This design comes from an exercise in tuning for small area on the open sky130 flow, not from production work.
Function was checked by simulation only, so behaviour that the tests miss may differ from the original.
Power is estimated from default activity; no workload was simulated.

== P ==
Design haar_database_scheduler, start of the top module:
module haar_database_scheduler #(
    parameter int DATA_WIDTH_12            = 12,
    parameter int NUM_STAGES               = 24,
    parameter int NUM_PARAM_PER_CLASSIFIER = 18
) (
    input  logic                     clk_fpga,
    input  logic                     reset_fpga,
    input  logic                     i_restart,
    input  logic [NUM_STAGES-1:0]    i_req,
    input  logic [NUM_STAGES*DATA_WIDTH_12-1:0] i_stage_base,
    input  logic [NUM_STAGES*DATA_WIDTH_12-1:0] i_num_classifier,
    output logic                     o_rom_en,
    output logic [DATA_WIDTH_12-1:0] o_rom_addr,
    input  logic [DATA_WIDTH_12-1:0] i_rom_data,
    output logic [DATA_WIDTH_12-1:0] o_data,
    output logic                     o_data_valid,
    output logic [DATA_WIDTH_12-1:0] o_data_stage,
    output logic [DATA_WIDTH_12-1:0] o_data_index,
    output logic [NUM_STAGES-1:0]    o_grant,
    output logic [NUM_STAGES-1:0]    o_end_single_classifier,
    output logic [NUM_STAGES-1:0]    o_end_all_classifier,
    output logic                     o_busy
);
For scale: ~1400 cells after synthesis, about 740 I/O pins, ~17000 sq um of cells after synthesis.
==> flow/config.mk <==
export PLATFORM = sky130hd
export DESIGN_NAME = haar_database_scheduler
export DESIGN_NICKNAME = haar_database_scheduler
export VERILOG_FILES = /design/flow/design.v
export SDC_FILE = /design/flow/constraint.sdc
export NUM_CORES = 4
export LEC_CHECK = 0
export CAP_MARGIN = 20
export CORE_MARGIN = 2
export CORE_UTILIZATION = 25
export CTS_BUF_LIST = sky130_fd_sc_hd__clkbuf_4
export SLEW_MARGIN = 20
==> flow/constraint.sdc <==
create_clock -name core_clock -period 10.0 [get_ports {clk_fpga}]
set_input_delay 2.0000 -clock core_clock [delete_from_list [all_inputs] [get_ports {clk_fpga}]]
set_output_delay 2.0000 -clock core_clock [all_outputs]
set_load 0.01 [all_outputs]
standard.sh (not shown) runs the stock make flow with config.mk's settings and CLKGATE_MAP_FILE= SYNTH_SCRIPT=/design/flow/synth_recipe.tcl, a recipe that flattens the netlist after the stock synthesis.
==> flow/flow/run.sh <==
#!/bin/bash
# Standard ORFS layout with two changes: an area-oriented ABC mapping script in
# synthesis, and the smallest buffer cell for the port buffers.
set -euo pipefail
W=$(pwd)
export FLOW_ABC_SCRIPT=$W/flow/abc_area.script
bash standard.sh SYNTH_SCRIPT=$W/flow/synth.tcl \
  "BUFFER_PORTS_ARGS=-buffer_cell sky130_fd_sc_hd__buf_1" finish > $W/orfs_make.log 2>&1
==> flow/flow/abc_area.script <==
strash; &get -n; &fraig -x; &put; scorr; dc2; dretime; strash; &get -n; &dch -f; &nf; &put
==> flow/flow/synth.tcl <==
# The standard synthesis (synth_recipe.tcl), with ABC's technology mapping
# run with an area-oriented script instead of ORFS's speed script.
proc synth {args} { yosys synth -nofsm -noshare {*}$args }
proc abc {args} {
  set i [lsearch -exact $args -script]
  if { $i >= 0 } {
    set args [lreplace $args $i [expr {$i + 1}] -script $::env(FLOW_ABC_SCRIPT)]
  }
  yosys abc {*}$args
}
source $::env(SCRIPTS_DIR)/synth.tcl
# left out here: clear keep_hierarchy, flatten, clean up, hide names made inside functions, write 1_2_yosys.v
For Q, these inputs were changed with respect to P:
Settings: removing CTS_BUF_LIST (formerly sky130_fd_sc_hd__clkbuf_4); changing CORE_UTILIZATION from 25 to 40.
==> flow/flow/run.sh <==
#!/bin/bash
# Standard ORFS layout with three changes: an area-oriented ABC mapping script
# in synthesis, the smallest buffer cell for the port buffers, and clock tree
# synthesis with clkbuf_4 buffers and no dummy balancing loads.
set -euo pipefail
W=$(pwd)
export FLOW_ABC_SCRIPT=$W/flow/abc_area.script
bash standard.sh SYNTH_SCRIPT=$W/flow/synth.tcl \
  "BUFFER_PORTS_ARGS=-buffer_cell sky130_fd_sc_hd__buf_1" \
  "CTS_ARGS=-sink_clustering_enable -repair_clock_nets -buf_list sky130_fd_sc_hd__clkbuf_4 -dont_use_dummy_load" \
  finish > $W/orfs_make.log 2>&1
==> flow/flow/abc_area.script <==
strash; &get -n; &fraig -x; &put; scorr; dc2; dretime; strash; &get -n; &dch -f; &nf -R 1000; &put; &get -n; &dch -f; &nf -R 1000; &put; &get -n; &dch -f; &nf -R 1000; &put; &get -n; &dch -f; &nf -R 1000; &put
==> run notes <==
- Q vs. P: cell count fell by 13%, clock transition time at the flip-flop clock pins of the worst setup and hold paths closely matched the old numbers.
- Lower worst setup margin among Q and P: Q
- Global routing usage on met2: lower on P
- Q vs P, internal power summed over all cells went down by 5.8%.

[re-timing with driven ports]
How much do the figures lean on ideal ports? The routed layouts below were timed once more, with nothing changed but the port constraints. Step 1: set_driving_cell puts a clkbuf_16 on clk_fpga and a buf_2 on each other input, an assumption about the parent block. Step 2 also shifts input and output timing later by t, the mid clock arrival at the registers, as if the neighbouring blocks saw the same clock. a / b / c = no drivers / after step 1 / after step 2; a / b = the first two.
run | t, ns | setup WS [ns] | worst setup path after step 2 | slew at the worst register clock pin (ns)
P | 0.796 | 1.345 / 1.345 / 0.618 | input to register | 0.08 / 0.08
Q | 0.756 | 0.526 / 0.526 / 0.023 | input to register | 0.07 / 0.07
After both steps setup and hold are still met in every run listed. For P, which loses most, drivers alone change the setup slack by 0.000 ns; drivers and shift together by -0.727 ns.
